Context: an optimization exercise on an open-source flow, tuned for small area. The choices shown serve that exercise and are no tape-out recipe.
In this exercise RTL edits were held to simulation tests only and were not proved equivalent to the original.

--- design.v ---
package event_pkg;
    localparam int OBJ_LIMIT     = 8;
    localparam int SLOT_W        = 3;
    localparam int R_W           = 4;
    localparam int THETA_W       = 9;
    localparam int HP_W          = 2;
    localparam int SCORE_W       = 16;
    localparam int COUNT_W       = 4;
    localparam int FRAME_CTR_W   = 8;
    localparam int R_LIMIT       = 15;   
    localparam int LASER_R_MAX   = 15;
    localparam int THETA_MAX     = 359;
    localparam int LSR_WIDTH     = 10;   
    localparam int QUAD_DEG      = 90;
    localparam int LASER_DEG_OFS = 45;   
    localparam int SCORE_HIT     = 10;
    localparam int SCORE_KILL    = 100;
    localparam int MOVE_PHASE    = 128;  
    localparam int BLINK_PHASE   = 16;
    localparam int DEATH_PHASE   = 4;
    localparam int SWAY_BIT      = 6;
    localparam int ENTRY_W       = 11;
    localparam int LASER_FIELD_W = 7;
    localparam int FRAME_DATA_W  = LASER_FIELD_W + OBJ_LIMIT * ENTRY_W;
    typedef enum logic [1:0] {
        INACTIVE = 2'd0,
        ACTIVE   = 2'd1,
        DYING    = 2'd2
    } alien_state_e;
    typedef enum logic [1:0] {
        TYPE0 = 2'd0,   
        TYPE1 = 2'd1,   
        TYPE2 = 2'd2,   
        TYPE3 = 2'd3    
    } alien_type_e;
    typedef enum logic [1:0] {
        DIR0 = 2'd0,
        DIR1 = 2'd1,
        DIR2 = 2'd2,
        DIR3 = 2'd3
    } four_dir_e;
endpackage
import event_pkg::*;
module frame_timer
(
    input  logic clk_frame,
    input  logic rst,
    input  logic en,
    output logic move_step,
    output logic blink,
    output logic death_step,
    output logic sway,
    output logic double_step
);
    logic [FRAME_CTR_W-1:0] frame_ctr;
    always_ff @(posedge clk_frame or posedge rst) begin
        if (rst) begin
            frame_ctr <= '0;
        end else if (en) begin
            frame_ctr <= frame_ctr + 1'b1;
        end
    end
    assign move_step   = frame_ctr == FRAME_CTR_W'(MOVE_PHASE);
    assign blink       = frame_ctr[4:0] == 5'(BLINK_PHASE);
    assign death_step  = frame_ctr[2:0] == 3'(DEATH_PHASE);
    assign sway        = frame_ctr[SWAY_BIT];   
    assign double_step = frame_ctr[0];
endmodule
import event_pkg::*;
module alien_slot
(
    input  logic               clk_frame,
    input  logic               rst,
    input  logic               en,
    input  logic               load,
    input  logic               hit,
    input  logic               move_step,
    input  logic               blink,
    input  logic               death_step,
    input  logic               sway,
    input  logic               double_step,
    input  logic [1:0]         spawn_type,
    input  logic [R_W-1:0]     spawn_r,
    input  logic [THETA_W-1:0] spawn_theta,
    input  logic [HP_W-1:0]    spawn_hp,
    output logic [1:0]         state,
    output logic [1:0]         kind,
    output logic [1:0]         frame_num,
    output logic [R_W-1:0]     r,
    output logic [THETA_W-1:0] theta,
    output logic               fatal
);
    logic [HP_W-1:0]    hp;
    logic               step_up;
    logic [THETA_W-1:0] step_mag;
    logic [THETA_W-1:0] theta_sum;
    logic [THETA_W-1:0] theta_next;
    assign fatal = hp == HP_W'(1);
    always_comb begin
        step_up  = 1'b1;
        step_mag = THETA_W'(1);
        case (kind)
            TYPE0: step_up = !sway;
            TYPE1: step_up = sway;
            TYPE2: begin
                step_up  = 1'b1;
                step_mag = double_step ? THETA_W'(2) : THETA_W'(1);
            end
            TYPE3: begin
                step_up  = 1'b0;
                step_mag = double_step ? THETA_W'(2) : THETA_W'(1);
            end
            default: ;
        endcase
    end
    assign theta_sum = theta + step_mag;
    always_comb begin
        if (step_up) begin
            if (theta_sum > THETA_W'(THETA_MAX)) begin
                theta_next = theta_sum - THETA_W'(THETA_MAX + 1);
            end else begin
                theta_next = theta_sum;
            end
        end else if (theta < step_mag) begin
            theta_next = theta + THETA_W'(THETA_MAX + 1) - step_mag;
        end else begin
            theta_next = theta - step_mag;
        end
    end
    always_ff @(posedge clk_frame or posedge rst) begin
        if (rst) begin
            state     <= INACTIVE;
            kind      <= TYPE0;
            frame_num <= 2'd0;
            r         <= R_W'(R_LIMIT);
            theta     <= '0;
            hp        <= '0;
        end else if (en) begin
            if (load) begin
                state     <= ACTIVE;
                kind      <= spawn_type;
                frame_num <= 2'd0;
                r         <= spawn_r;
                theta     <= spawn_theta;
                hp        <= spawn_hp;
            end else begin
                case (state)
                    ACTIVE: begin
                        if (move_step) begin
                            r <= r - 1'b1;
                        end
                        if (blink) begin
                            frame_num[0] <= ~frame_num[0];
                        end
                        theta <= theta_next;
                        if (hit) begin
                            hp <= hp - 1'b1;
                            if (fatal) begin
                                state     <= DYING;
                                frame_num <= 2'd2;   
                            end
                        end
                    end
                    DYING: begin
                        if (death_step) begin
                            if (frame_num == 2'd3) begin
                                state <= INACTIVE;
                            end else begin
                                frame_num <= frame_num + 2'd1;
                            end
                        end
                    end
                    default: ;
                endcase
            end
        end
    end
endmodule
import event_pkg::*;
module laser_unit
(
    input  logic                 clk_frame,
    input  logic                 rst,
    input  logic                 en,
    input  logic                 spawn_laser,
    input  logic [1:0]           dir,
    input  logic [OBJ_LIMIT-1:0][1:0]         slot_state,
    input  logic [OBJ_LIMIT-1:0][R_W-1:0]     slot_r,
    input  logic [OBJ_LIMIT-1:0][THETA_W-1:0] slot_theta,
    input  logic [OBJ_LIMIT-1:0]              slot_fatal,
    output logic [OBJ_LIMIT-1:0] hit,
    output logic                 kill,
    output logic                 laser_active,
    output logic [R_W-1:0]       laser_r,
    output logic [THETA_W-1:0]   laser_deg,
    output logic [SCORE_W-1:0]   score
);
    logic               searching;
    logic               found;
    logic               found_fatal;
    logic [THETA_W-1:0] cone_lo;
    logic [THETA_W-1:0] cone_hi;
    assign cone_lo   = laser_deg - THETA_W'(LSR_WIDTH);
    assign cone_hi   = laser_deg + THETA_W'(LSR_WIDTH);
    assign searching = laser_active && (laser_r != R_W'(LASER_R_MAX));
    always_comb begin
        hit         = '0;
        found       = 1'b0;
        found_fatal = 1'b0;
        for (int i = 0; i < OBJ_LIMIT; i++) begin
            if (searching && !found && slot_state[i] == ACTIVE
                    && slot_r[i] == laser_r
                    && slot_theta[i] >= cone_lo
                    && slot_theta[i] <= cone_hi) begin
                hit[i]      = 1'b1;
                found       = 1'b1;
                found_fatal = slot_fatal[i];
            end
        end
    end
    assign kill = found && found_fatal;
    always_ff @(posedge clk_frame or posedge rst) begin
        if (rst) begin
            laser_active <= 1'b0;
            laser_r      <= '0;
            laser_deg    <= '0;
            score        <= '0;
        end else if (en) begin
            if (!laser_active) begin
                laser_r      <= '0;
                laser_deg    <= THETA_W'(dir) * THETA_W'(QUAD_DEG) + THETA_W'(LASER_DEG_OFS);
                laser_active <= spawn_laser;
            end else if (!searching) begin
                laser_active <= 1'b0;   
            end else if (found) begin
                laser_active <= 1'b0;
                if (found_fatal) begin
                    score <= score + SCORE_W'(SCORE_KILL);
                end else begin
                    score <= score + SCORE_W'(SCORE_HIT);
                end
            end else begin
                laser_r <= laser_r + 1'b1;
            end
        end
    end
endmodule
import event_pkg::*;
module distance_sorter
(
    input  logic              clk_frame,
    input  logic              rst,
    input  logic              en,
    input  logic [OBJ_LIMIT-1:0][R_W-1:0]    keys,
    output logic [OBJ_LIMIT-1:0][SLOT_W-1:0] order
);
    logic [OBJ_LIMIT:0][OBJ_LIMIT-1:0][SLOT_W-1:0] net;
    always_comb begin
        for (int i = 0; i < OBJ_LIMIT; i++) begin
            net[0][i] = SLOT_W'(i);
        end
        for (int s = 0; s < OBJ_LIMIT; s++) begin
            for (int i = 0; i < OBJ_LIMIT; i++) begin
                net[s+1][i] = net[s][i];
            end
            for (int j = s % 2; j < OBJ_LIMIT - 1; j += 2) begin
                if (keys[net[s][j+1]] < keys[net[s][j]]) begin   
                    net[s+1][j]   = net[s][j+1];
                    net[s+1][j+1] = net[s][j];
                end
            end
        end
    end
    always_ff @(posedge clk_frame or posedge rst) begin
        if (rst) begin
            for (int i = 0; i < OBJ_LIMIT; i++) begin
                order[i] <= SLOT_W'(i);
            end
        end else if (en) begin
            order <= net[OBJ_LIMIT];
        end
    end
endmodule
import event_pkg::*;
module event_core
(
    input  logic                    clk_frame,
    input  logic                    rst,
    input  logic                    en,
    input  logic                    spawn_laser,
    input  logic                    spawn_object,
    input  logic [1:0]              dir,
    input  logic [1:0]              spawn_type,
    input  logic [R_W-1:0]          spawn_r,
    input  logic [THETA_W-1:0]      spawn_theta,
    input  logic [HP_W-1:0]         spawn_hp,
    output logic [SCORE_W-1:0]      score,
    output logic                    all_clear,
    output logic                    game_over,
    output logic [COUNT_W-1:0]      object_count,
    output logic [FRAME_DATA_W-1:0] frame_data
);
    logic move_step, blink, death_step, sway, double_step;
    logic spawn_q, spawn_rise, spawn_accept, free_found;
    logic kill, laser_active;
    logic [R_W-1:0]       laser_r;
    logic [THETA_W-1:0]   laser_deg;
    logic [OBJ_LIMIT-1:0] free_sel;
    logic [OBJ_LIMIT-1:0] load;
    logic [OBJ_LIMIT-1:0] slot_hit;
    logic [OBJ_LIMIT-1:0][1:0]         slot_state;
    logic [OBJ_LIMIT-1:0][1:0]         slot_kind;
    logic [OBJ_LIMIT-1:0][1:0]         slot_frame;
    logic [OBJ_LIMIT-1:0][R_W-1:0]     slot_r;
    logic [OBJ_LIMIT-1:0][THETA_W-1:0] slot_theta;
    logic [OBJ_LIMIT-1:0]              slot_fatal;
    logic [OBJ_LIMIT-1:0][SLOT_W-1:0]  order;
    logic [OBJ_LIMIT-1:0][1:0]         snap_state;
    logic [OBJ_LIMIT-1:0][1:0]         snap_kind;
    logic [OBJ_LIMIT-1:0][1:0]         snap_frame;
    logic [OBJ_LIMIT-1:0][R_W-1:0]     snap_r;
    logic [OBJ_LIMIT-1:0][THETA_W-1:0] snap_theta;
    frame_timer timer_i (
        .clk_frame, .rst, .en, .move_step, .blink, .death_step, .sway, .double_step
    );
    for (genvar g = 0; g < OBJ_LIMIT; g++) begin : g_slot
        alien_slot slot_i (
            .clk_frame, .rst, .en, .load(load[g]), .hit(slot_hit[g]),
            .move_step, .blink, .death_step, .sway, .double_step,
            .spawn_type, .spawn_r, .spawn_theta, .spawn_hp,
            .state(slot_state[g]), .kind(slot_kind[g]), .frame_num(slot_frame[g]),
            .r(slot_r[g]), .theta(slot_theta[g]), .fatal(slot_fatal[g])
        );
    end
    laser_unit laser_i (
        .clk_frame, .rst, .en, .spawn_laser, .dir,
        .slot_state, .slot_r, .slot_theta, .slot_fatal,
        .hit(slot_hit), .kill, .laser_active, .laser_r, .laser_deg, .score
    );
    distance_sorter sorter_i (.clk_frame, .rst, .en, .keys(slot_r), .order);
    assign spawn_rise = spawn_object && !spawn_q;
    always_comb begin
        free_sel   = '0;
        free_found = 1'b0;
        all_clear  = 1'b1;
        game_over  = 1'b0;
        for (int i = 0; i < OBJ_LIMIT; i++) begin
            if (!free_found && slot_state[i] == INACTIVE) begin
                free_sel[i] = 1'b1;   
                free_found  = 1'b1;
            end
            if (slot_state[i] != INACTIVE) all_clear = 1'b0;
            if (slot_state[i] == ACTIVE && slot_r[i] == '0) game_over = 1'b1;
        end
    end
    assign spawn_accept = spawn_rise && free_found;   
    assign load         = spawn_accept ? free_sel : '0;
    always_ff @(posedge clk_frame or posedge rst) begin
        if (rst) begin
            spawn_q      <= 1'b0;
            object_count <= '0;
            for (int i = 0; i < OBJ_LIMIT; i++) begin
                snap_state[i] <= INACTIVE;
                snap_kind[i]  <= TYPE0;
                snap_frame[i] <= 2'd0;
                snap_r[i]     <= R_W'(R_LIMIT);
                snap_theta[i] <= '0;
            end
        end else if (en) begin
            spawn_q      <= spawn_object;
            object_count <= object_count + COUNT_W'(spawn_accept) - COUNT_W'(kill);
            snap_state   <= slot_state;
            snap_kind    <= slot_kind;
            snap_frame   <= slot_frame;
            snap_r       <= slot_r;
            snap_theta   <= slot_theta;
        end
    end
    assign frame_data[0]   = laser_active;
    assign frame_data[4:1] = laser_r;
    assign frame_data[6:5] = 2'(laser_deg / QUAD_DEG);
    for (genvar k = 0; k < OBJ_LIMIT; k++) begin : g_entry
        localparam int BASE = LASER_FIELD_W + k * ENTRY_W;
        assign frame_data[BASE]            = snap_state[order[k]] != INACTIVE;
        assign frame_data[BASE+2:BASE+1]   = snap_kind[order[k]];
        assign frame_data[BASE+4:BASE+3]   = snap_frame[order[k]];
        assign frame_data[BASE+8:BASE+5]   = snap_r[order[k]];
        assign frame_data[BASE+10:BASE+9]  = 2'(snap_theta[order[k]] / QUAD_DEG);
    end
endmodule
--- run.sh ---
#!/bin/bash
# synth_recipe.tcl (not shown) runs the flow's synth.tcl, then flattens the netlist and writes it again
# the make line also repeats each setting of config.mk as NAME=value (left out here)
make -C /OpenROAD-flow-scripts/flow DESIGN_CONFIG=/design/flow/config.mk WORK_HOME=/design/flow/orfs CLKGATE_MAP_FILE= SYNTH_SCRIPT=/design/flow/synth_recipe.tcl finish
--- config.mk ---
export PLATFORM = sky130hd
export DESIGN_NAME = event_core
export DESIGN_NICKNAME = event_core
export VERILOG_FILES = /design/flow/design.v
export SDC_FILE = /design/flow/constraint.sdc
export NUM_CORES = 4
export LEC_CHECK = 0
export CAP_MARGIN = 20
export CORE_MARGIN = 2
export CORE_UTILIZATION = 40
export SLEW_MARGIN = 20
--- constraint.sdc ---
create_clock -name core_clock -period 22.0 [get_ports {clk_frame}]
set_input_delay 4.4000 -clock core_clock [delete_from_list [all_inputs] [get_ports {clk_frame}]]
set_output_delay 4.4000 -clock core_clock [all_outputs]
set_load 0.01 [all_outputs]
==> PnR_summary.wiki <==
{| class="wikitable"
! Metric !! Value
|-
| Run status || no timing/DRC/antenna violations
|-
| Sinks on the clock net || 385
|-
| Library cell occupying the most area in the post-synthesis netlist || sky130_fd_sc_hd__dfrtp_1
|-
| Required time of the critical path || 22490 ps
|-
| IO Pins || 141
|-
| Final Routed Wirelength || 225000 microns
|-
| Post-detailed-route DRC marker count || 0
|-
| Cell count after synthesis || roughly 6500
|-
| Clock slew at reported path FFs || 70 ps
|-
| Fill count || 13100
|-
| Insertion delay of the later-clocked pin in the worst-skew pair || 670 ps
|-
| Category of the most critical setup path || flip-flop to flip-flop
|-
| Crit path to || sorter_i.order[4]$_DFFE_PP0P_
|-
| CTS tree || yes
|-
| Number of warnings reported in the yosys synthesis log || 5
|-
| Antenna violations before repair || 9
|-
| Area used by multi-input combinational logic || slightly above 40000 sq um
|-
| Vertical die dimension || 371 microns
|-
| Share of synthesized area occupied by flip-flops and latches || 0.180
|-
| Mean cell area of the mapped netlist || 8.34 sq um
|-
| Fraction of the core area covered by cells at the end of the flow || 0.440
|-
| Biggest area contributors in the synthesized netlist || sky130_fd_sc_hd__dfrtp_1 14%, sky130_fd_sc_hd__mux4_2 13%, sky130_fd_sc_hd__ha_1 9.4%, sky130_fd_sc_hd__mux2_2 5.8%, sky130_fd_sc_hd__nand2_1 4.8%
|-
| Port Buf Inserts || between 100 and 150
|-
| Reg2Reg Setup Slack || 1750 ps
|-
| Count of final hold-check violations || 0
|-
| Launch point of the worst reg-to-reg path || g_slot[4].slot_i.r[2]$_DFFE_PP1P_
|-
| Cts bufs inserted || 48
|-
| Number of buffer and inverter stages on the critical path || 8
|-
| Number of H-tree branching levels || 2
|-
| Synth async-reset ratio || 1.00
|-
| Die boundary width || 371 microns
|-
| Wire length of the first global-routing pass || 330000 microns
|-
| Number of distinct library cells after synthesis || 131
|-
| Number of global-route vias before repair || 49800
|-
| CP max FO || 20
|-
| Starting density of the core || 0.404
|-
| Area delta synth->final || 9.02%
|-
| Most used flip-flop cell after synthesis || sky130_fd_sc_hd__dfrtp_1
|-
| Number of detailed-routing iterations run before antenna repair || 7
|-
| Most repeated cell in the gate-level netlist after synthesis || sky130_fd_sc_hd__nand2_1
|-
| HPWL reported at the end of detailed placement || 158000 microns
|-
| Setup TNS || 0 ps
|-
| Setup crit start kind || flip-flop
|-
| Max capacitance violation total || 0
|-
| Worst slew margin relative to its limit || 0.220
|-
| Area share of the largest cell type after synthesis || 0.143
|-
| Net Count, Synth || 6922
|-
| Syn Std Cell Area || 53900 sq um
|-
| Crit path depth || 76
|-
| Setup skew after layout || just under 40 ps
|-
| Number of nets in the layout || 6814
|-
| Via density per instance || 6.62
|-
| Post-route ant nets || 0
|-
| Clk buf depth || 3
|-
| Fraction of the mapped netlist area in simple logic gates || 0.171
|-
| Total congestion overflow after global routing || 0
|-
| Synth Area in Adders || 0.104
|-
| Endpoint kind of the worst setup timing path || flip-flop
|-
| Routed wire per std cell || 27.6 microns
|-
| Biggest cell delay along the critical path || 860 ps
|-
| Die footprint || 138000 sq um
|-
| Highest achievable clock rate || 49.4 MHz
|-
| Compound-cell area share of the yosys netlist || 0.229
|-
| Mux cell area share after synthesis || 0.226
|-
| Slew Viols, Final || 0
|-
| Worst Reg2Reg Path Length in Cells || 76
|-
| Worst Tran Pin Value || between 1000 and 1500 ps
|-
| Number of enable flip-flop cells after synthesis || 0
|-
| Launching element of the worst setup path || g_slot[4].slot_i.r[2]$_DFFE_PP1P_
|-
| FF+latch count, synth || ~390
|-
| Area of the placeable core || approximately 130000 sq um
|-
| Maximum number of pins on one net before global-route repair || 139
|-
| Terminus of the critical flop-to-flop path || sorter_i.order[4]$_DFFE_PP0P_
|-
| Post-CTS Repair Setup Buffers || 0
|-
| Fraction of layout cells with a size suffix above 1 || 0.165
|-
| Post-route worst setup slack || roughly 1700 ps
|-
| Worst min-delay path class || flip-flop to flip-flop
|-
| Period minus WS final || 20250 ps
|-
| Synth Area in XOR/XNOR || 0.0374
|-
| RePlAce Congestion || around 0.99
|-
| All-Layer GR Usage || 0.317
|-
| Most used standard cells in the synthesized netlist || 695 x sky130_fd_sc_hd__nand2_1, 537 x sky130_fd_sc_hd__nor2_1, 513 x sky130_fd_sc_hd__o21ai_0
|-
| Library cell appearing most often on the critical path || sky130_fd_sc_hd__ha_1
|-
| Combined flip-flop and latch cell area || 9740 sq um
|-
| Family with the most delay on the worst path || compound AO/OA/AOI/OAI gates
|-
| Final worst hold slack || about 470 ps
|-
| Clock root cell || sky130_fd_sc_hd__clkbuf_16
|-
| Row count || 134
|-
| Routed vias || 54100
|-
| CP max-delay cell || sky130_fd_sc_hd__mux2i_2
|-
| Worst path arrival time || a little over 20000 ps
|-
| DRC violation total after the first TritonRoute iteration || 6582
|-
| Dominant combinational cell family by area after synthesis || compound AO/OA/AOI/OAI gates
|-
| RSZ-0062 raised after global routing || no
|-
| Pre-CTS setup slack || 1660 ps
|-
| Setup-failing EPs final || 0
|-
| Final worst-path cycle share || 0.921
|}
==> sequential cells by signal, summed over array words and instances (netlist names) <==
name	cells
g_slot.slot_i.state	16
g_slot.slot_i.hp	16
snap_theta	72
snap_frame	16
object_count	4
spawn_q	1
sorter_i.order	24
laser_i.laser_deg	8
timer_i.frame_ctr	8
g_slot.slot_i.r	32
laser_i.laser_active	1
snap_state	16
laser_i.score	15
g_slot.slot_i.theta	72
snap_r	32
g_slot.slot_i.frame_num	16
laser_i.laser_r	4
snap_kind	16
g_slot.slot_i.kind	16
==> layer usage <==
metal  share of wire  GRT usage  vias to the layer above
li1                -          -                    23900
met1            0.40      0.422                    26200
met2            0.43      0.482                     3224
met5         0.00015          0                        -
met3            0.11     0.0706                      742
met4           0.060      0.162                        6
==> cell usage in the layout (no fill, tap or decap), types with 33 or more instances in the layout <==
cell	n
sky130_fd_sc_hd__a211o_1	37
sky130_fd_sc_hd__a211oi_1	154
sky130_fd_sc_hd__a21o_1	47
sky130_fd_sc_hd__a21oi_1	474
sky130_fd_sc_hd__a22oi_1	37
sky130_fd_sc_hd__a31oi_1	68
sky130_fd_sc_hd__and2_1	44
sky130_fd_sc_hd__and3_1	39
sky130_fd_sc_hd__buf_4	182
sky130_fd_sc_hd__clkbuf_16	48
sky130_fd_sc_hd__clkdlybuf4s50_1	138
sky130_fd_sc_hd__dfrtp_1	299
sky130_fd_sc_hd__dfstp_2	76
sky130_fd_sc_hd__ha_1	406
sky130_fd_sc_hd__inv_1	233
sky130_fd_sc_hd__mux2_2	280
sky130_fd_sc_hd__mux2i_1	196
sky130_fd_sc_hd__mux4_2	301
sky130_fd_sc_hd__nand2_1	695
sky130_fd_sc_hd__nand2b_1	81
sky130_fd_sc_hd__nand3_1	127
sky130_fd_sc_hd__nand4_1	43
sky130_fd_sc_hd__nor2_1	536
sky130_fd_sc_hd__nor2b_1	98
sky130_fd_sc_hd__nor3_1	140
sky130_fd_sc_hd__o211ai_1	148
sky130_fd_sc_hd__o21a_1	44
sky130_fd_sc_hd__o21ai_0	510
sky130_fd_sc_hd__o22ai_1	46
sky130_fd_sc_hd__o31ai_1	35
sky130_fd_sc_hd__or3_1	33
sky130_fd_sc_hd__xnor2_1	163
sky130_fd_sc_hd__xor2_1	64
==> through the flow <==
step / cell area [sq um] / instances
4_1_cts: 58700 / 8160
3_3_place_gp: 57100 / 8074
3_5_place_dp: 57100 / 8074
5_1_grt: 58800 / 8163
2_1_floorplan: 53900 / 6467
6_report: 58800 / 8168
==> timing repair <==
action                                  in CTS  in global routing
hold buffers                                 0                  0
endpoints found under the setup margin       0                  6
endpoints found under the hold margin        0                  0
gates resized for setup                      0                  2
==> worst min-delay path by stage <==
stage,endpoint,cells after the start,start,slack (ps)
5_1_grt,timer_i.frame_ctr[7]$_DFFE_PP0P_,1,timer_i.frame_ctr[7]$_DFFE_PP0P_,490
2_1_floorplan,timer_i.frame_ctr[7]$_DFFE_PP0P_,1,timer_i.frame_ctr[7]$_DFFE_PP0P_,440
3_5_place_dp,timer_i.frame_ctr[7]$_DFFE_PP0P_,1,timer_i.frame_ctr[7]$_DFFE_PP0P_,460
4_1_cts,timer_i.frame_ctr[7]$_DFFE_PP0P_,1,timer_i.frame_ctr[7]$_DFFE_PP0P_,470
3_3_place_gp,timer_i.frame_ctr[7]$_DFFE_PP0P_,1,timer_i.frame_ctr[7]$_DFFE_PP0P_,460
6_report,laser_i.score[15]$_DFFE_PP0P_,1,laser_i.score[15]$_DFFE_PP0P_,470
==> logic make-up after synthesis <==
group	count (synthesis)
AO/OA/AOI/OAI	1900
XOR/XNOR	230
adder cells (fa/ha/maj)	436
buffers and inverters	728
flip-flops	385
multiplexers	797
other	1
AND/OR/NAND/NOR	1990
==> cell type report <==
type / instances / area share
multi-input cells: 5355 / 0.705
flip-flops and latches: 385 / 0.166
repair buffers: 324 / 0.0479
well taps: 1768 / 0.0376
clock buffers: 64 / 0.0228
inverters: 245 / 0.0158
clock inverters: 22 / 0.00464
diodes: 5 / 0.000213

==> re-timing with driven ports <==
Ports are ideal in the flow. The routed layout listed here was re-timed in OpenROAD. Step 1 sets driving cells, clkbuf_16 on the clock port and buf_2 on the other inputs (assumed; they add their load-dependent delay and slew). Step 2 moves the port delays by t, midway between the first and last clock arrival at a register: inputs arrive t later, outputs are due t later. That takes back most of the time a late clock gives input paths. Three values: no drivers, after step 1, after step 2; two values: the first two.
t, ns: 0.725
setup WS [ns]: 1.747 / 1.747 / 1.747
worst setup path after step 2: register to register
worst data-port slew with drivers (ns): 0.14
cell pins on the clock port's net: 1
After both steps setup and hold are still met in this run. The setup slack of this run moves by 0.000 ns with the drivers and by 0.000 ns with both steps.
